This is an optimization exercise on Yosys and OpenROAD, whose aim is small area and a short achievable clock period, not a production implementation. In this exercise RTL edits were held to simulation tests only and were not proved equivalent to the original. No activity file was given, so power comes from the tool's default toggle rates.

===== design/flow/constraint.sdc =====
create_clock -name core_clock -period 12.5 [get_ports {clkIn}]
set_input_delay 2.5000 -clock core_clock [delete_from_list [all_inputs] [get_ports {clkIn}]]
set_output_delay 2.5000 -clock core_clock [all_outputs]
set_load 0.01 [all_outputs]

===== design/flow/design.v =====
module itch_book_builder #(
  parameter logic [15:0] LOCATE = 16'h0001,
  parameter int          DEPTH  = 8
) (
  input  logic        clkIn,
  input  logic        rstIn,
  input  logic        msgValidIn,
  input  logic [1:0]  msgTypeIn,
  input  logic [15:0] locateIn,
  input  logic        buySellIn,
  input  logic [31:0] sharesIn,
  input  logic [31:0] priceIn,
  input  logic        clearIn,
  output logic        bidValidOut,
  output logic [31:0] bidPriceOut,
  output logic [31:0] bidSharesOut,
  output logic        askValidOut,
  output logic [31:0] askPriceOut,
  output logic [31:0] askSharesOut,
  output logic        topUpdateOut,
  output logic        dropOut,
  output logic        missOut
);
  function automatic logic less(input logic [31:0] a, input logic [31:0] b);
    logic r;
    r = 1'b0;
    for (int k = 0; k < 32; k++)
      r = (a[k] ^ b[k]) ? b[k] : r;
    less = r;
  endfunction
  function automatic logic [32:0] add33(input logic [31:0] a, input logic [31:0] b,
                                       input logic cin);
    logic [31:0] p, g, gg, pp, gn, pn;
    logic [31:0] c;
    p  = a ^ b;
    g  = a & b;
    gg = g;
    pp = p;
    for (int w = 1; w < 32; w = w * 2) begin
      gn = gg;
      pn = pp;
      for (int k = 0; k < 32; k++)
        if ((k / w) % 2 == 1) begin
          gn[k] = gg[k] | (pp[k] & gg[(k / w) * w - 1]);
          pn[k] = pp[k] & pp[(k / w) * w - 1];
        end
      gg = gn;
      pp = pn;
    end
    c[0] = cin;
    for (int k = 1; k < 32; k++)
      c[k] = gg[k-1] | (pp[k-1] & cin);
    add33 = {gg[31] | (pp[31] & cin), p ^ c};
  endfunction
  logic        ev_acc_q, ev_clr_q, ev_add_q, ev_bid_q;
  logic [31:0] ev_px_q, ev_sh_q;
  logic        prv_lt_q, prv_eq_q;
  logic        in_prv_lt, in_prv_eq;
  logic [31:0] pre_sh_q, prv_sh_q;
  logic        prv_wr_q;
  logic top_upd_q, drop_q, miss_q;
  logic top_upd_d, drop_d, miss_d;
  logic [1:0]       sel, full, lt_worst, any_lt, any_eq, eq_best, non_empty;
  logic [1:0][31:0] side_in_sh, top_px, top_sh;
  logic        hit, hit_best, ins, new_best, rem, modf;
  logic [31:0] hit_sh, mod_sh, wr_sh;
  logic [32:0] add_sum, sub_dif;
  logic        sh_gt, sh_ge;
  always_ff @(posedge clkIn) begin
    if (rstIn) begin
      ev_acc_q <= 1'b0;
      ev_clr_q <= 1'b0;
    end else begin
      ev_acc_q <= msgValidIn && (locateIn == LOCATE) && !clearIn;
      ev_clr_q <= clearIn;
    end
    ev_add_q <= (msgTypeIn == 2'b00);
    ev_bid_q <= buySellIn;
    ev_px_q  <= priceIn;
    ev_sh_q  <= sharesIn;
    prv_lt_q <= in_prv_lt;
    prv_eq_q <= in_prv_eq;
    pre_sh_q <= side_in_sh[1] | side_in_sh[0];
    prv_sh_q <= wr_sh;
    prv_wr_q <= ins || modf;
  end
  assign in_prv_eq = (ev_bid_q == buySellIn) && (ev_px_q == priceIn);
  assign in_prv_lt = (ev_bid_q == buySellIn) &&
                     (ev_bid_q ? less(priceIn, ev_px_q) : less(ev_px_q, priceIn));
  assign sel[1] = ev_acc_q && ev_bid_q;
  assign sel[0] = ev_acc_q && !ev_bid_q;
  for (genvar s = 0; s < 2; s++) begin : g_side
    logic [32*DEPTH-1:0]    px_q, sh_q;
    logic [DEPTH-1:0]       v_q, best_q;
    logic [DEPTH*DEPTH-1:0] ord_q;
    logic [DEPTH*DEPTH-1:0] bt;
    logic [DEPTH-1:0] in_lt, in_eq, raw_lt_q, raw_eq_q;
    logic [DEPTH-1:0] prv_new_q;
    logic [DEPTH-1:0] lt, eq, free1h, worst1h, second1h, target, new_slot;
    for (genvar i = 0; i < DEPTH; i++) begin : g_slot
      if (s == 1) begin : g_bid
        assign in_lt[i] = buySellIn && less(priceIn, px_q[32*i +: 32]);
      end else begin : g_ask
        assign in_lt[i] = !buySellIn && less(px_q[32*i +: 32], priceIn);
      end
      assign in_eq[i] = (buySellIn == s[0]) && (px_q[32*i +: 32] == priceIn);
      assign lt[i] = v_q[i] && (prv_new_q[i] ? prv_lt_q : raw_lt_q[i]);
      assign eq[i] = v_q[i] && (prv_new_q[i] ? prv_eq_q : raw_eq_q[i]);
      for (genvar b = 0; b < DEPTH; b++) begin : g_pair
        if (i < b) begin : g_lo
          assign bt[i*DEPTH+b] = ord_q[i*DEPTH+b];
        end else if (i > b) begin : g_hi
          assign bt[i*DEPTH+b] = !ord_q[b*DEPTH+i];
        end else begin : g_same
          assign bt[i*DEPTH+b] = 1'b0;
        end
      end
    end
    always_comb begin
      logic found;
      found = 1'b0;
      for (int i = 0; i < DEPTH; i++) begin
        free1h[i] = !v_q[i] && !found;
        found     = found || !v_q[i];
      end
      for (int a = 0; a < DEPTH; a++) begin
        worst1h[a]  = 1'b1;
        second1h[a] = v_q[a] && !best_q[a];
        for (int b = 0; b < DEPTH; b++) begin
          if (b != a) begin
            worst1h[a]  = worst1h[a] && bt[b*DEPTH+a];
            second1h[a] = second1h[a] && (!v_q[b] || best_q[b] || bt[a*DEPTH+b]);
          end
        end
      end
      target = full[s] ? worst1h : free1h;
      side_in_sh[s] = '0;
      top_px[s]     = '0;
      top_sh[s]     = '0;
      for (int i = 0; i < DEPTH; i++) begin
        side_in_sh[s] = side_in_sh[s] | (sh_q[32*i +: 32] & {32{in_eq[i] && v_q[i]}});
        top_px[s]      = top_px[s] | (px_q[32*i +: 32] & {32{best_q[i]}});
        top_sh[s]      = top_sh[s] | (sh_q[32*i +: 32] & {32{best_q[i]}});
      end
    end
    assign full[s]      = &v_q;
    assign lt_worst[s]  = |(lt & worst1h);
    assign any_lt[s]    = |lt;
    assign any_eq[s]    = |eq;
    assign eq_best[s]   = |(eq & best_q);
    assign non_empty[s] = |best_q;
    assign new_slot     = target & {DEPTH{sel[s] && ins}};
    always_ff @(posedge clkIn) begin
      if (rstIn) begin
        v_q    <= '0;
        best_q <= '0;
      end else if (ev_clr_q) begin
        v_q    <= '0;
        best_q <= '0;
      end else begin
        v_q <= (v_q | new_slot) & ~(eq & {DEPTH{rem}});
        if (sel[s] && ins && new_best)
          best_q <= target;
        else if (sel[s] && rem && hit_best)
          best_q <= second1h;
      end
      raw_lt_q  <= in_lt;
      raw_eq_q  <= in_eq;
      prv_new_q <= new_slot;
      for (int i = 0; i < DEPTH; i++) begin
        if (new_slot[i])
          px_q[32*i +: 32] <= ev_px_q;
        if (new_slot[i] || (ev_acc_q && eq[i]))
          sh_q[32*i +: 32] <= wr_sh;
        for (int b = 0; b < DEPTH; b++) begin
          if (b > i && new_slot[i])
            ord_q[i*DEPTH+b] <= !lt[b];
          else if (b > i && new_slot[b])
            ord_q[i*DEPTH+b] <= lt[i];
        end
      end
    end
  end
  always_comb begin
    hit      = |any_eq;
    hit_best = |eq_best;
    hit_sh   = (prv_eq_q && prv_wr_q) ? prv_sh_q : pre_sh_q;
    add_sum  = add33(hit_sh, ev_sh_q, 1'b0);
    sub_dif  = add33(hit_sh, ~ev_sh_q, 1'b1);
    sh_gt    = !sub_dif[32];
    sh_ge    = sh_gt || (ev_sh_q == hit_sh);
    mod_sh   = ev_add_q ? (add_sum[32] ? 32'hFFFF_FFFF : add_sum[31:0]) : sub_dif[31:0];
    ins      = ev_acc_q && ev_add_q && !hit && !(|(sel & full & lt_worst));
    new_best = !(|(sel & any_lt));
    rem      = ev_acc_q && !ev_add_q && hit && sh_ge;
    modf     = ev_acc_q && hit && (ev_add_q || !sh_ge);
    wr_sh    = hit ? mod_sh : ev_sh_q;
    drop_d   = ev_acc_q && ev_add_q && !hit && (|(sel & full));
    miss_d   = ev_acc_q && !ev_add_q && (!hit || sh_gt);
    if (ev_clr_q)
      top_upd_d = |non_empty;
    else
      top_upd_d = (ins && new_best) || (rem && hit_best) ||
                  (modf && hit_best && (|ev_sh_q) && !(ev_add_q && (&hit_sh)));
  end
  always_ff @(posedge clkIn) begin
    if (rstIn) begin
      top_upd_q <= 1'b0;
      drop_q    <= 1'b0;
      miss_q    <= 1'b0;
    end else begin
      top_upd_q <= top_upd_d;
      drop_q    <= drop_d;
      miss_q    <= miss_d;
    end
  end
  assign bidValidOut  = non_empty[1];
  assign bidPriceOut  = top_px[1];
  assign bidSharesOut = top_sh[1];
  assign askValidOut  = non_empty[0];
  assign askPriceOut  = top_px[0];
  assign askSharesOut = top_sh[0];
  assign topUpdateOut = top_upd_q;
  assign dropOut      = drop_q;
  assign missOut      = miss_q;
endmodule

===== design/flow/standard.sh =====
#!/bin/bash
# synth_recipe.tcl (not shown) runs the flow's synth.tcl, then flattens the netlist and writes it again
# the make line also repeats each setting of config.mk as NAME=value (left out here)
make -C /OpenROAD-flow-scripts/flow DESIGN_CONFIG=/design/flow/config.mk WORK_HOME=/design/flow/orfs CLKGATE_MAP_FILE= SYNTH_SCRIPT=/design/flow/synth_recipe.tcl "${@:-finish}"

===== design/flow/flow/run.sh =====
#!/bin/bash
set -euo pipefail
bash standard.sh SETUP_SLACK_MARGIN=7.75 \
  "BUFFER_PORTS_ARGS=-buffer_cell sky130_fd_sc_hd__buf_4" finish > standard_flow.log 2>&1

===== design/flow/config.mk =====
export PLATFORM = sky130hd
export DESIGN_NAME = itch_book_builder
export DESIGN_NICKNAME = itch_book_builder
export VERILOG_FILES = /design/flow/design.v
export SDC_FILE = /design/flow/constraint.sdc
export NUM_CORES = 4
export LEC_CHECK = 0
export CAP_MARGIN = 20
export CORE_MARGIN = 2
export CORE_UTILIZATION = 55
export SLEW_MARGIN = 20

==> impl_metrics.tcl, run 1 <==
set metrics [dict create \
    ant_nets 0 \
    async_flop_share_pct 0 \
    post-dp-hpwl_um 187000 \
    grt_pass1_wl_um 400000 \
    path_class "in -> reg" \
    clk_pin_slew_worst_paths_ns 0.06 \
    drc 0 \
    drt_iter0_markers 12427 \
    dieArea_sq_um 118000 \
    first_global_vias 51764 \
    synth_top_flop_cell "edfxtp_1" \
    status "complete, no violations" \
    tightest_slew_ns 1.33 \
    critPathLaunchType "input port" \
    finClkSkew_ns 0.0478 \
    dr.pass1.iters 13 \
    slew_headroom_pct 11.0 \
    syn_avg_cell_area_sq_um 11.8 \
    synthCells 5344 \
    initial_core_util_pct 55.4 \
    synth_edf_count 1080 \
    setup_violations 0 \
    antenna_found_initial 21 \
    grt_setup_unrepaired "yes" \
    hold_viol 0 \
    max_stage_delay_ns 0.66 \
    cts-buffers-inserted 141 \
    overflow 0 \
    ys_types 100 \
    die_w_um 343 \
    wl_per_cell_um 40.9 \
    fin_crit_sh_pct 40.2 \
    syn-cell-area_sq_um 63200 \
    critPathRequiredTime_ns 13.12 \
    cts_sinks 1298 \
    fmaxAchievable_mhz 199 \
    clk_latency_ns 0.82 \
    cts_tree "yes" \
    nets 5866 \
    cp_top_family "simple AND/OR/NAND/NOR gates" \
    instances_no_fill 7330 \
    cap_violations 0 \
    fp-row-count 124 \
    cts_hold_buf 0 \
    port_buffers 219 \
    fin_util_pct 66.9 \
    yosys_warnings 1 \
    place_congestion 1.06 \
    cp_max_fo 27 \
    vias 57125 \
    r2r_slack_ns 7.72 \
    min_path_type "reg -> reg" \
    grt_usage_pct 48.5 \
    vdd_ir_drop_max_uv 211 \
    cp.buffers_inverters 2 \
    regArea_sq_um 36900 \
    dp.cells 6844 \
    grt_max_degree 53 \
    leakage_nw 26.5 \
    layout_min_cycle_time_ns 5.03 \
    fill_cells 8372 \
    multi_input_area_sq_um 25600 \
    fin_tns_setup_ns 0 \
    synth_seq_cells 1298 \
    htreeDepth 4 \
    pre_cts_ws_ns 5.80 \
    routed_wl_um 300000 \
    ys_seq_area_share_pct 58.2 \
    area_delta_synth_final_pct 20.9 \
    drv_slew 0 \
    root_buffer "clkbuf_16" \
    fin_ws_ns 7.47 \
    crit_chain "buf_4 > inv_6 > a22o_1 > nor4_1 > nand4_1 > nor4_2 > nand4_1 > nor4_2" \
    cts_buffer_depth 3 \
    synth_nets 5522 \
    slowest_stage "nor4_1" \
    cp-end-kind "register" \
    num_io_pins 220 \
    drive_above_1_share_pct 20.0 \
    hold_ws_ns 0.511 \
    core_sq_um 114000 \
    viasPerCell 7.79 \
    powerDensity_nw_per_um2 129 \
    crit_arrival_ns 5.65 \
    dieHeight_um 343 \
]
layout make-up:
cell class	count	area share (%)
Antenna cell	10	0.0327
Clock buffer	193	5.20
Clock inverter	70	1.47
Inverter	231	1.25
Multi-Input combinational cell	3468	33.5
Sequential cell	1298	48.2
Tap cell	1512	2.48
Timing Repair Buffer	546	7.85
Timing Repair inverter	2	0.0164
state kept, by name, summed over array words and instances, names as in the netlist:
| register | count |
|---|---|
| g_side.px_q | 512 |
| g_side.sh_q | 512 |
| g_side.bt | 56 |
| ev_px_q | 32 |
| ev_sh_q | 32 |
| pre_sh_q | 32 |
| prv_sh_q | 32 |
| g_side.best_q | 16 |
| g_side.prv_new_q | 16 |
| g_side.raw_eq_q | 16 |
| g_side.raw_lt_q | 16 |
| g_side.v_q | 16 |
| drop_q | 1 |
| ev_acc_q | 1 |
| ev_add_q | 1 |
| ev_bid_q | 1 |
| ev_clr_q | 1 |
| miss_q | 1 |
| prv_eq_q | 1 |
| prv_lt_q | 1 |
| prv_wr_q | 1 |
| top_upd_q | 1 |
worst reg2reg max path, cell delays in order, from the launching register on:
cell and delay (ns):
dfxtp_1 0.69, mux2_2 0.50, nand2_1 0.35, o22ai_1 0.15
or4_1 0.61, a2111o_1 0.54, nor2_1 0.21, nand2_1 0.41
nand2_2 0.18, buf_4 0.69
per-stage QoR:
| step | cell area, sq um | power, mW |
|---|---|---|
| floorplan | 63300 | 5.05 |
| CTS | 74400 | 9.78 |
| global route | 76400 | 10.0 |
| detailed placement | 66300 | 5.26 |
| global placement | 66300 | 5.26 |
| finish | 76400 | 9.88 |
cell usage after synthesis, types with 23 or more instances:
| library cell | count | area share, % |
|---|---|---|
| buf_1 | 77 | 0.46 |
| mux2i_1 | 26 | 0.41 |
| xnor2_1 | 64 | 0.89 |
| nand4_1 | 233 | 2.3 |
| ha_1 | 86 | 1.7 |
| nand3_1 | 40 | 0.32 |
| buf_2 | 78 | 0.62 |
| nor2b_1 | 73 | 0.72 |
| a22o_1 | 227 | 3.1 |
| o21ai_0 | 212 | 1.7 |
| xor2_1 | 84 | 1.2 |
| nor3_1 | 64 | 0.51 |
| a31oi_1 | 23 | 0.23 |
| nor2_1 | 186 | 1.1 |
| inv_1 | 213 | 1.3 |
| nand2b_1 | 108 | 1.1 |
| a221oi_1 | 174 | 2.4 |
| o211ai_1 | 25 | 0.30 |
| clkbuf_1 | 165 | 0.98 |
| a22oi_1 | 559 | 6.6 |
| dfxtp_1 | 218 | 6.9 |
| o22ai_1 | 153 | 1.5 |
| a21oi_1 | 173 | 1.4 |
| maj3_1 | 65 | 1.0 |
| edfxtp_1 | 1080 | 51 |
| mux2_2 | 43 | 0.77 |
| nand2_1 | 317 | 1.9 |
| nor4_1 | 83 | 0.82 |
| o221ai_1 | 54 | 0.75 |
| and2_1 | 30 | 0.30 |
cells in the final DEF (no fill, tap or decap), types with 43 or more instances in the layout:
| master | Yosys | layout |
|---|---|---|
| a21oi_1 | 173 | 165 |
| a221oi_1 | 174 | 166 |
| a22o_1 | 227 | 227 |
| a22oi_1 | 559 | 486 |
| a22oi_2 | 0 | 73 |
| buf_12 | 0 | 69 |
| buf_4 | 14 | 381 |
| clkbuf_16 | 0 | 155 |
| dfxtp_1 | 218 | 202 |
| edfxtp_1 | 1080 | 1080 |
| ha_1 | 86 | 79 |
| inv_1 | 213 | 196 |
| maj3_1 | 65 | 50 |
| mux2_2 | 43 | 43 |
| nand2_1 | 317 | 298 |
| nand2b_1 | 108 | 108 |
| nand4_1 | 233 | 233 |
| nor2_1 | 186 | 182 |
| nor2b_1 | 73 | 73 |
| nor3_1 | 64 | 53 |
| nor4_1 | 83 | 60 |
| o21ai_0 | 212 | 185 |
| o221ai_1 | 54 | 50 |
| o22ai_1 | 153 | 149 |
| xnor2_1 | 64 | 64 |
| xor2_1 | 84 | 84 |
layer usage:
layer  wire [um]  vias to the layer above  part of all wire (%)  track usage [%]
met3       61800                     1154                    21             27.3
met5         482                        -                  0.16            0.721
met1      106000                    27713                    35             65.8
li1            -                    22153                     -                -
met4       17100                       28                   5.7             19.8
met2      115000                     6077                    38             63.3
worst paths after layout:
| kind | startpoint | endpoint | depth (start not counted) |
|---|---|---|---|
| worst max-delay path | priceIn[14] | prv_eq_q$_DFF_P_ | 8 |
| worst min-delay path | g_side[0].sh_q[92]$_DFFE_PP_ | pre_sh_q[28]$_DFF_P_ | 2 |
| worst max register to register | prv_lt_q$_DFF_P_ | g_side[1].sh_q[209]$_DFFE_PP_ | 9 |
| worst min register to register | g_side[0].sh_q[92]$_DFFE_PP_ | pre_sh_q[28]$_DFF_P_ | 2 |
what timing repair did:
| action | in CTS | in global routing |
|---|---|---|
| buffers inserted | 103 | 73 |
| cloned | 20 | 17 |
| resized for setup | 284 | 210 |
| pin swaps | 62 | 95 |
| endpoints found under the setup margin | 754 | 571 |
report_power, final:
part	internal (mW)	switching [mW]	leakage, nW
logic	0.161	0.370	12.6
clock network	2.72	1.90	2.48
registers	4.69	0.0444	11.5
cell families (layout without fill, tap and decap cells):
| family | count (synthesis) | count (layout) | synth area share (%) |
|---|---|---|---|
| AOI/OAI and AO/OA | 1819 | 1821 | 20.9 |
| DFF | 1298 | 1298 | 58.2 |
| and+or+nand+nor | 1259 | 1260 | 10.6 |
| buffers and inverters | 581 | 1042 | 3.85 |
| adders and majority gates | 170 | 170 | 3.14 |
| xor gates and xnor gates | 148 | 148 | 2.05 |
| muxes | 69 | 69 | 1.18 |
| other | 0 | 10 | 0 |
==> run 2: changes to the inputs <==
--- a/design/flow/design.v
+++ b/design/flow/design.v
@@ -53,18 +53,18 @@
     add33 = {gg[31] | (pp[31] & cin), p ^ c};
   endfunction
   logic        ev_acc_q, ev_clr_q, ev_add_q, ev_bid_q;
-  logic [31:0] ev_px_q, ev_sh_q;
+  logic [31:0] ev_px_q;
+  logic [31:0] ev_shx_q;
   logic        prv_lt_q, prv_eq_q;
   logic        in_prv_lt, in_prv_eq;
-  logic [31:0] pre_sh_q, prv_sh_q;
-  logic        prv_wr_q;
+  logic [31:0] pre_sh_q;
   logic top_upd_q, drop_q, miss_q;
   logic top_upd_d, drop_d, miss_d;
   logic [1:0]       sel, full, lt_worst, any_lt, any_eq, eq_best, non_empty;
   logic [1:0][31:0] side_in_sh, top_px, top_sh;
   logic        hit, hit_best, ins, new_best, rem, modf;
   logic [31:0] hit_sh, mod_sh, wr_sh;
-  logic [32:0] add_sum, sub_dif;
+  logic [32:0] sum;
   logic        sh_gt, sh_ge;
   always_ff @(posedge clkIn) begin
     if (rstIn) begin
@@ -77,12 +77,10 @@
     ev_add_q <= (msgTypeIn == 2'b00);
     ev_bid_q <= buySellIn;
     ev_px_q  <= priceIn;
-    ev_sh_q  <= sharesIn;
+    ev_shx_q <= (msgTypeIn == 2'b00) ? sharesIn : ~sharesIn;
     prv_lt_q <= in_prv_lt;
     prv_eq_q <= in_prv_eq;
-    pre_sh_q <= side_in_sh[1] | side_in_sh[0];
-    prv_sh_q <= wr_sh;
-    prv_wr_q <= ins || modf;
+    pre_sh_q <= (in_prv_eq && (ins || modf)) ? wr_sh : (side_in_sh[1] | side_in_sh[0]);
   end
   assign in_prv_eq = (ev_bid_q == buySellIn) && (ev_px_q == priceIn);
   assign in_prv_lt = (ev_bid_q == buySellIn) &&
@@ -184,24 +182,23 @@
   always_comb begin
     hit      = |any_eq;
     hit_best = |eq_best;
-    hit_sh   = (prv_eq_q && prv_wr_q) ? prv_sh_q : pre_sh_q;
-    add_sum  = add33(hit_sh, ev_sh_q, 1'b0);
-    sub_dif  = add33(hit_sh, ~ev_sh_q, 1'b1);
-    sh_gt    = !sub_dif[32];
-    sh_ge    = sh_gt || (ev_sh_q == hit_sh);
-    mod_sh   = ev_add_q ? (add_sum[32] ? 32'hFFFF_FFFF : add_sum[31:0]) : sub_dif[31:0];
+    hit_sh   = pre_sh_q;
+    sum      = add33(hit_sh, ev_shx_q, !ev_add_q);
+    sh_gt    = !sum[32];
+    sh_ge    = sh_gt || ((ev_shx_q ^ hit_sh) == 32'hFFFF_FFFF);
+    mod_sh   = (ev_add_q && sum[32]) ? 32'hFFFF_FFFF : sum[31:0];
     ins      = ev_acc_q && ev_add_q && !hit && !(|(sel & full & lt_worst));
     new_best = !(|(sel & any_lt));
     rem      = ev_acc_q && !ev_add_q && hit && sh_ge;
     modf     = ev_acc_q && hit && (ev_add_q || !sh_ge);
-    wr_sh    = hit ? mod_sh : ev_sh_q;
+    wr_sh    = hit ? mod_sh : ev_shx_q;
     drop_d   = ev_acc_q && ev_add_q && !hit && (|(sel & full));
     miss_d   = ev_acc_q && !ev_add_q && (!hit || sh_gt);
     if (ev_clr_q)
       top_upd_d = |non_empty;
     else
       top_upd_d = (ins && new_best) || (rem && hit_best) ||
-                  (modf && hit_best && (|ev_sh_q) && !(ev_add_q && (&hit_sh)));
+                  (modf && hit_best && (ev_add_q ? ((|ev_shx_q) && !(&hit_sh)) : !(&ev_shx_q)));
   end
   always_ff @(posedge clkIn) begin
     if (rstIn) begin
==> run 2 against run 1 <==
Compared with the run above: area after synthesis down 1.4%; sequential power down 2%; highest routed layer unchanged; power down 4.3%; critical path depth up 3; largest power group unchanged; critical path type unchanged; largest cell class unchanged; wire length up 1.5%; via count down 1.5%; non-clock buffer count down 89.
==> impl_metrics.tcl, run 2 <==
set metrics [dict create \
    status "complete, no violations" \
    grt_setup_unrepaired "yes" \
    critPathLaunchType "input port" \
    wl_per_cell_um 43.0 \
    fin_util_pct 65.4 \
    hold_start "ev_clr_q$_SDFF_PP0_" \
    cp_max_fo 3 \
    synth_edf_count 1080 \
    sw_frac_of_total_pct 24.3 \
    setup_violations 0 \
    post-dp-hpwl_um 192000 \
    fp-row-count 123 \
    dp.cells 6693 \
    fin_crit_sh_pct 41.0 \
    cp-end-kind "register" \
    initial_core_util_pct 55.4 \
    clockPowerShare_pct 44.4 \
    drive_above_1_share_pct 17.4 \
    path_class "in -> reg" \
    fill_cells 8296 \
    synth_top_area_cell "edfxtp_1" \
    layout_commonest_cell "edfxtp_1" \
    clk_latency_ns 0.79 \
    nets 5611 \
    cts-buffers-inserted 134 \
    yosys_warnings 1 \
    htreeDepth 4 \
    min_path_type "reg -> reg" \
    routed_wl_um 305000 \
    ant_nets 0 \
    p_switching_mw 2.30 \
    vdd_ir_drop_max_uv 153 \
    synth.most_common_cell "edfxtp_1" \
    critPathRequiredTime_ns 13.12 \
    synth_top_flop_cell "edfxtp_1" \
    synthTopCellsByArea "edfxtp_1 52%, a22oi_1 6.8%, dfxtp_1 5.9%" \
    overflow 0 \
    dr.pass1.iters 7 \
    grt_max_degree 40 \
    place_congestion 1.11 \
    leakage_nw 25.1 \
    die_w_um 341 \
    r2r_start "pre_sh_q[9]$_DFF_P_" \
    instances_no_fill 7090 \
    seqPwrFrac_pct 49.3 \
    drc 0 \
    viasPerCell 7.93 \
    finClkSkew_ns 0.0498 \
    fin_ws_ns 7.38 \
    vias 56248 \
    drv_slew 0 \
    antenna_found_initial 24 \
    synthCells 5224 \
    cts_buffer_depth 3 \
    r2r_end "pre_sh_q[23]$_DFF_P_" \
    hold_ws_ns 0.587 \
    regArea_sq_um 36200 \
    async_flop_share_pct 0 \
    crit_arrival_ns 5.74 \
    ys_types 95 \
    synth_seq_cells 1265 \
    p_comb_share_pct 6.4 \
    hold_end "top_upd_q$_SDFF_PP0_" \
    pre_cts_ws_ns 5.75 \
    dieArea_sq_um 116000 \
    reg2reg_depth 9 \
    syn-cell-area_sq_um 62400 \
    fin_tns_setup_ns 0 \
    totalPowerFinal_mw 9.46 \
    synth_nets 5362 \
    core_sq_um 112000 \
    cap_violations 0 \
    dpl_cell_area_sq_um 65600 \
    root_buffer "clkbuf_16" \
    hold_viol 0 \
    drt_iter0_markers 12089 \
    synthTopCellsByCount "1080 x edfxtp_1, 565 x a22oi_1, 275 x nand2b_1" \
    clk_pin_slew_worst_paths_ns 0.06 \
    ys_seq_area_share_pct 58.0 \
    grt_pass1_wl_um 403000 \
    area_delta_synth_final_pct 18.0 \
    layout_min_cycle_time_ns 5.12 \
    layout_common_cells "1080 x edfxtp_1, 539 x a22oi_1, 327 x buf_4" \
    cts_sinks 1265 \
    powerDensity_nw_per_um2 129 \
    slew_headroom_pct 21.3 \
    grt_usage_pct 49.8 \
    fin_area_sq_um 73600 \
    multi_input_area_sq_um 25300 \
    tightest_slew_ns 1.18 \
    cts_tree "yes" \
    num_io_pins 220 \
    r2r_slack_ns 7.76 \
    dieHeight_um 341 \
    first_global_vias 51175 \
    hold_depth 2 \
    synth_top_area_share_pct 52.0 \
    syn_avg_cell_area_sq_um 11.9 \
    cts_hold_buf 0 \
    fmaxAchievable_mhz 195 \
    port_buffers 219 \
    intPower_mw 7.16 \
]
-- run 2: power groups by stage --
stage	Combinational (mW)	Clock [mW]	Sequential, mW
after floorplan	0.289	0	4.73
after global placement	0.504	0	4.75
after CTS	0.532	4.17	4.66
after global routing	0.599	4.33	4.66
after detailed placement	0.507	0	4.75
final	0.601	4.20	4.66
-- run 2: layer usage --
| metal | up-vias | wire length [um] | global-route usage, % |
|---|---|---|---|
| li1 | 21593 | - | - |
| met1 | 27173 | 107000 | 66.3 |
| met2 | 6163 | 116000 | 64.6 |
| met3 | 1283 | 64000 | 30.3 |
| met4 | 36 | 17700 | 20.7 |
| met5 | - | 529 | 0.286 |
-- run 2: how the worst max path moves through the flow --
stage / from / end / slack, ns / cells past startpoint
after global placement: priceIn[30] / pre_sh_q[21]$_DFF_P_ / 5.83 / 11
after global routing: priceIn[0] / g_side[1].raw_lt_q[4]$_DFF_P_ / 7.50 / 11
after detailed placement: priceIn[30] / pre_sh_q[21]$_DFF_P_ / 5.75 / 11
final: priceIn[0] / g_side[1].raw_lt_q[4]$_DFF_P_ / 7.38 / 11
after CTS: priceIn[0] / g_side[1].raw_lt_q[4]$_DFF_P_ / 7.56 / 11
after floorplan: priceIn[0] / g_side[1].raw_lt_q[4]$_DFF_P_ / 7.44 / 10
-- run 2: cells by family (layout without fill, tap and decap cells) --
logic type / Yosys count / in the layout / synth area share (%)
flops: 1265 / 1265 / 58.0
xor+xnor: 160 / 160 / 2.25
simple gates: 1362 / 1363 / 12.2
other cells: 0 / 8 / 0
buf+inv: 520 / 876 / 3.26
mux: 80 / 80 / 1.40
fa+ha+maj: 128 / 128 / 2.27
compound gates: 1709 / 1710 / 20.6
-- run 2: layout make-up --
type	instances	area share, %
flip-flops and latches	1265	49.2
multi-input cells	3441	34.3
repair buffers	457	6.66
clock buffers	180	4.98
well taps	1500	2.55
clock inverters	65	1.22
inverters	169	0.981
repair inverters	5	0.0510
diodes	8	0.0272
-- run 2: timing repair --
item | 4_1_cts | 5_1_grt
gates resized for setup | 187 | 146
pin swaps | 32 | 51
endpoints found under the setup margin | 171 | 98
gates cloned | 10 | 15
buffers inserted | 80 | 38
-- run 2: critical path, cell delays in order --
cell and delay, ns:
buf_12 0.09, clkinvlp_4 0.17, ha_4 0.21, maj3_2 0.29, maj3_2 0.31, maj3_2 0.31
maj3_2 0.35, a221o_1 0.39, a21oi_1 0.23, o211ai_1 0.28, a221o_2 0.60
==> run 3: changes to the inputs <==
==> design/flow/flow/run.sh (replaced) <==
#!/bin/bash
set -euo pipefail
bash standard.sh SETUP_SLACK_MARGIN=7.75 \
  "BUFFER_PORTS_ARGS=-buffer_cell sky130_fd_sc_hd__buf_2" finish > standard_flow.log 2>&1
--- a/design/flow/config.mk
+++ b/design/flow/config.mk
@@ -7,5 +7,5 @@
 export LEC_CHECK = 0
 export CAP_MARGIN = 20
 export CORE_MARGIN = 2
-export CORE_UTILIZATION = 55
+export CORE_UTILIZATION = 60
 export SLEW_MARGIN = 20
==> run 3 against run 2 <==
Compared with the run above: global-route usage grew 5.0 points; highest routed layer unchanged; area after synthesis is the same; critical path depth is the same; combinational power is essentially flat; critical path type unchanged.
==> impl_metrics.tcl, run 3 <==
set metrics [dict create \
    synth_edf_count 1080 \
    num_io_pins 220 \
    first_global_vias 53671 \
    min_path_type "reg -> reg" \
    antenna_found_initial 31 \
    max_stage_delay_ns 0.55 \
    cp-end-kind "register" \
    layout_common_cells "1080 x edfxtp_1, 527 x a22oi_1, 268 x nand2b_1" \
    drive_above_1_share_pct 18.7 \
    cts_tree "yes" \
    synth_compound_area_share_pct 20.6 \
    syn-cell-area_sq_um 62400 \
    grt_pass1_wl_um 409000 \
    synth-simple-area-share_pct 12.2 \
    nets 5657 \
    synth_top_family_by_area "compound AO/OA/AOI/OAI gates" \
    viasPerCell 8.33 \
    cp_max_fo 4 \
    yosys_warnings 1 \
    cts_sinks 1265 \
    htreeDepth 4 \
    fill_cells 6834 \
    grt_max_degree 50 \
    cp_top_family "adder cells" \
    synth_top_area_share_pct 52.0 \
    r2r_end "pre_sh_q[23]$_DFF_P_" \
    routed_wl_um 310000 \
    regArea_sq_um 36200 \
    cts-buffers-inserted 131 \
    multi_input_area_sq_um 25400 \
    crit_arrival_ns 5.64 \
    wl_per_cell_um 44.1 \
    finClkSkew_ns 0.0627 \
    cap_violations 0 \
    hold_end "g_side[0].px_q[14]$_DFFE_PP_" \
    fin_crit_sh_pct 40.2 \
    core_sq_um 103000 \
    crit_path_frequent_cell "maj3_2" \
    crit_chain "buf_12 > clkinvlp_4 > ha_4 > maj3_2 > maj3_2 > maj3_2 > maj3_2 > a221o_1 > a31oi_2 > o211ai_1 > a221o_2" \
    synthTopCellsByCount "1080 x edfxtp_1, 565 x a22oi_1, 275 x nand2b_1" \
    critPathLaunchType "input port" \
    critPathRequiredTime_ns 13.12 \
    ys_types 95 \
    powerDensity_nw_per_um2 127 \
    cp.depth 11 \
    initial_core_util_pct 60.3 \
    fmaxAchievable_mhz 199 \
    vdd_ir_drop_max_uv 178 \
    synthAdderAreaFrac_pct 2.27 \
    drv_slew 0 \
    hold_viol 0 \
    setup_violations 0 \
    vias 58550 \
    status "complete, no violations" \
    die_w_um 326 \
    cp.buffers_inverters 2 \
    r2r_slack_ns 7.62 \
    slowest_stage "a221o_2" \
    ys_seq_area_share_pct 58.0 \
    totalPowerFinal_mw 9.38 \
    async_flop_share_pct 0 \
    cts_buffer_depth 3 \
    reg2reg_depth 9 \
    overflow 0 \
    layout_min_cycle_time_ns 5.02 \
    dieHeight_um 326 \
    port_buffers 219 \
    leakage_nw 25.4 \
    fin_tns_setup_ns 0 \
    place_congestion 1.12 \
    synthXorXnorAreaFrac_pct 2.25 \
    path_class "in -> reg" \
    synthMuxAreaShare_pct 1.40 \
    synth_top_area_cell "edfxtp_1" \
    slew_headroom_pct 14.4 \
    hold_start "ev_px_q[14]$_DFF_P_" \
    synthTopCellsByArea "edfxtp_1 52%, a22oi_1 6.8%, dfxtp_1 5.9%" \
    post-dp-hpwl_um 192000 \
    dieArea_sq_um 107000 \
    clk_pin_slew_worst_paths_ns 0.07 \
    hold_depth 0 \
    dr.pass1.iters 13 \
    drt_iter0_markers 14432 \
    tightest_slew_ns 1.27 \
    fp-row-count 118 \
    clk_latency_ns 0.81 \
    synth_top_flop_cell "edfxtp_1" \
    synth.most_common_cell "edfxtp_1" \
    layout_commonest_cell "edfxtp_1" \
    fin_util_pct 71.3 \
    synthCells 5224 \
    root_buffer "clkbuf_16" \
    grt_setup_unrepaired "yes" \
    ant_nets 0 \
    grt_usage_pct 54.9 \
    synth_nets 5362 \
    r2r_start "pre_sh_q[21]$_DFF_P_" \
    area_delta_synth_final_pct 18.1 \
    syn_avg_cell_area_sq_um 11.9 \
    synth_seq_cells 1265 \
    drc 0 \
]
run 3: timing repair:
action,4_1_cts,5_1_grt
setup buffers,110,43
resized for setup,250,152
pin swaps,29,40
hold buffers,0,0
cloned,21,20
setup endpoints to repair,375,189
run 3: how the worst max path moves through the flow:
stage,start,end
after floorplan,priceIn[0],g_side[1].raw_lt_q[4]$_DFF_P_
after global placement,priceIn[30],pre_sh_q[21]$_DFF_P_
after detailed placement,priceIn[4],pre_sh_q[5]$_DFF_P_
after CTS,priceIn[0],g_side[1].raw_lt_q[4]$_DFF_P_
after global routing,priceIn[0],g_side[1].raw_lt_q[4]$_DFF_P_
final,priceIn[0],g_side[1].raw_lt_q[4]$_DFF_P_
run 3: cell type report:
class                           instances  area share, %
Sequential cell                      1265           49.1
Multi-Input combinational cell       3441           34.5
Timing Repair Buffer                  502           6.83
Clock buffer                          172           4.91
Tap cell                             1380           2.34
Clock inverter                         71           1.08
Inverter                              169           1.03
Timing Repair inverter                  9         0.0900
Antenna cell                           24         0.0815
run 3: report_power, final:
group          switching (mW)  total [mW]  internal [mW]
Combinational           0.421       0.601          0.180
Sequential             0.0566        4.67           4.62
Clock                    1.82        4.11           2.29
Total                    2.30        9.38           7.08
run 3: through the flow:
stage               area, sq um  hold WS [ns]  std cells  setup WS, ns
global route              73600         0.465       7018          7.55
floorplan                 62800         0.467       5224          7.44
finish                    73700         0.445       7033          7.48
detailed placement        64900         0.419       6571          5.51
CTS                       72000         0.436       6945          7.64
global placement          64900         0.414       6571          5.60
run 3: kinds of logic after synthesis:
kind of cell,count (synthesis)
flops,1265
simple gates,1362
fa+ha+maj,128
xor+xnor,160
compound gates,1709
buf+inv,520
mux,80
run 3: worst register-to-register path, delay by kind of cell, from the launching register on:
kind                     cells  cell delay [ns]
AND/OR/NAND/NOR              1             0.66
flip-flops                   1             0.75
adder cells (fa/ha/maj)      1             0.41
multiplexers                 1             0.46
AO/OA/AOI/OAI                6             2.50
run 3: routing by layer:
metal,global-route usage (%),vias to the layer above,share of wire [%],wire length [um]
met5,4.92,-,0.50,1560
met4,27.9,56,8.0,24900
met3,35.4,2026,22,67700
met2,71.1,7259,37,115000
met1,69.4,27506,33,101000
li1,-,21703,-,-
==> run 4: changes to the inputs <==
--- a/design/flow/config.mk
+++ b/design/flow/config.mk
@@ -7,5 +7,5 @@
 export LEC_CHECK = 0
 export CAP_MARGIN = 20
 export CORE_MARGIN = 2
-export CORE_UTILIZATION = 60
+export CORE_UTILIZATION = 57
 export SLEW_MARGIN = 20
==> run 4 against run 3 <==
Compared with the run above: setup slack gained 0.085 ns; largest power group unchanged; sequential power is essentially flat; fmax grew 1.7%; power shrank 0.39%; first-iteration DRC count shrank 9.4%; synthesized cell count is the same; still clean on timing, DRC and antenna; sequential share of layout area shrank 0.16 points; via count shrank 1.9%; non-clock buffer count grew 15; final cell count grew 0.43%; critical path type is now reg -> out.
==> impl_metrics.tcl, run 4 <==
set metrics [dict create \
    powerDensity_nw_per_um2 126 \
    clk_latency_ns 0.80 \
    hold_ws_ns 0.557 \
    yosys_warnings 1 \
    syn-cell-area_sq_um 62400 \
    critPathRequiredTime_ns 10.00 \
    cp_max_fo 5 \
    fp-row-count 121 \
    ys_types 95 \
    synth_nets 5362 \
    cts-buffers-inserted 132 \
    drt_iter0_markers 13070 \
    totalPowerFinal_mw 9.35 \
    ys_seq_area_share_pct 58.0 \
    crit_arrival_ns 2.43 \
    ant_nets 0 \
    syn_avg_cell_area_sq_um 11.9 \
    grt_pass1_wl_um 409000 \
    cap_violations 0 \
    vias 57415 \
    routed_wl_um 309000 \
    tightest_slew_ns 1.18 \
    dieArea_sq_um 112000 \
    grt_setup_unrepaired "yes" \
    post-dp-hpwl_um 191000 \
    die_w_um 335 \
    viasPerCell 8.13 \
    synthTopCellsByCount "1080 x edfxtp_1, 565 x a22oi_1, 275 x nand2b_1" \
    clk_pin_slew_worst_paths_ns 0.06 \
    leakage_nw 25.5 \
    layout_common_cells "1080 x edfxtp_1, 507 x a22oi_1, 267 x nand2b_1" \
    htreeDepth 4 \
    grt_usage_pct 52.7 \
    dr.pass1.iters 12 \
    first_global_vias 51777 \
    path_class "reg -> out" \
    fmaxAchievable_mhz 203 \
    layout_commonest_cell "edfxtp_1" \
    num_io_pins 220 \
    place_congestion 1.06 \
    synth_top_flop_cell "edfxtp_1" \
    root_buffer "clkbuf_16" \
    cts_tree "yes" \
    hold_viol 0 \
    nets 5667 \
    fill_cells 7732 \
    min_path_type "reg -> reg" \
    cts_buffer_depth 3 \
    async_flop_share_pct 0 \
    cts_hold_buf 0 \
    cp-end-kind "output pin" \
    slew_headroom_pct 20.9 \
    area_delta_synth_final_pct 18.5 \
    overflow 0 \
    antenna_found_initial 30 \
    grt_max_degree 39 \
    dieHeight_um 335 \
    drv_slew 0 \
    initial_core_util_pct 57.4 \
    synth.most_common_cell "edfxtp_1" \
    fin_crit_sh_pct 39.5 \
    drive_above_1_share_pct 19.0 \
    fin_tns_setup_ns 0 \
    critPathLaunchType "register" \
    synth_top_area_cell "edfxtp_1" \
    synth_seq_cells 1265 \
    synthTopCellsByArea "edfxtp_1 52%, a22oi_1 6.8%, dfxtp_1 5.9%" \
    fin_util_pct 68.0 \
    vdd_ir_drop_max_uv 182 \
    core_sq_um 109000 \
    status "complete, no violations" \
    drc 0 \
    port_buffers 219 \
    setup_violations 0 \
    layout_min_cycle_time_ns 4.93 \
    synthCells 5224 \
    synth_edf_count 1080 \
    finClkSkew_ns 0.0522 \
    synth_top_area_share_pct 52.0 \
    cts_sinks 1265 \
    wl_per_cell_um 43.8 \
]
[run 4: path summary, 6_finish.rpt]
kind	startpoint	endpoint	slack [ns]	cells past startpoint
setup reg to reg	pre_sh_q[21]$_DFF_P_	g_side[1].best_q[2]$_SDFFE_PP0P_	7.67	10
setup / recovery	g_side[1].best_q[0]$_SDFFE_PP0P_	bidPriceOut[13]	7.57	5
hold / removal	ev_clr_q$_SDFF_PP0_	top_upd_q$_SDFF_PP0_	0.56	2
hold reg to reg	ev_clr_q$_SDFF_PP0_	top_upd_q$_SDFF_PP0_	0.56	2
[run 4: area by class of cell]
type | instances | area [sq um] | area share [%]
Sequential cell | 1265 | 36200 | 49.0
Multi-Input combinational cell | 3439 | 25400 | 34.4
Timing Repair Buffer | 517 | 5270 | 7.14
Clock buffer | 173 | 3570 | 4.83
Tap cell | 1414 | 1770 | 2.39
Clock inverter | 69 | 862 | 1.17
Inverter | 169 | 741 | 1.00
Timing Repair inverter | 5 | 35.0 | 0.0474
Antenna cell | 12 | 30.0 | 0.0406
[run 4: layer usage]
metal	GRT usage [%]	routed length (um)	up-vias
met2	67.7	116000	6738
met3	33.0	66100	1529
met4	26.0	21200	54
met5	1.04	1190	-
met1	68.2	105000	27366
li1	-	-	21728
[run 4: cells by family after synthesis]
family	Yosys count	share of synthesized area [%]
buffers and inverters	520	3.26
AO/OA/AOI/OAI	1709	20.6
flip-flops	1265	58.0
XOR/XNOR	160	2.25
adder cells (fa/ha/maj)	128	2.27
multiplexers	80	1.40
AND/OR/NAND/NOR	1362	12.2
[run 4: critical path, stage by stage (launching register included)]
cell,delay (ns)
dfxtp_4,0.36
buf_12,0.13
buf_16,0.15
a22oi_2,0.24
nand4_1,0.45
buf_2,0.31
[run 4: what timing repair did]
item                       CTS  global route
setup endpoints to repair  213           176
gates cloned                22            15
resized for setup          260           186
pin swaps                   38            53
buffers inserted           126            38
[run 4: stage by stage]
step | area (sq um) | std cells | worst slack, ns
2_1_floorplan | 62800 | 5224 | 7.44
3_3_place_gp | 64900 | 6608 | 5.34
3_5_place_dp | 64900 | 6608 | 5.70
4_1_cts | 72300 | 6998 | 7.68
5_1_grt | 73900 | 7051 | 7.61
6_report | 73900 | 7063 | 7.57
[run 4: power breakdown]
part	internal [mW]	total, mW	switching, mW
logic	0.178	0.592	0.414
clock network	2.27	4.08	1.82
registers	4.62	4.67	0.0554
total	7.06	9.35	2.29

[what the ideal ports hide]
Ports are ideal in the flow. The routed layouts listed here were re-timed in OpenROAD. Step 1: set_driving_cell puts a clkbuf_16 on clkIn and a buf_2 on each other input, an assumption about the parent block. Step 2, shift: input delay + t, output delay - t, t = (earliest + latest rising clock arrival at the registers) / 2. This alone moves slack from input paths to output paths. a / b / c = ideal / step 1 / step 2; a / b = the first two.
run | shift t [ns] | setup slack, ns | cell pins on the clock port's net
run 1 | 0.875 | 7.473 / 7.438 / 6.648 | 1
run 2 | 0.849 | 7.378 / 7.400 / 6.550 | 1
run 3 | 0.861 | 7.481 / 7.503 / 6.642 | 1
run 4 | 0.855 | 7.566 / 7.485 / 6.730 | 1
After both steps setup and hold are still met in every run listed. For run 3, which loses most, drivers alone change the setup slack by +0.022 ns; drivers and shift together by -0.839 ns.
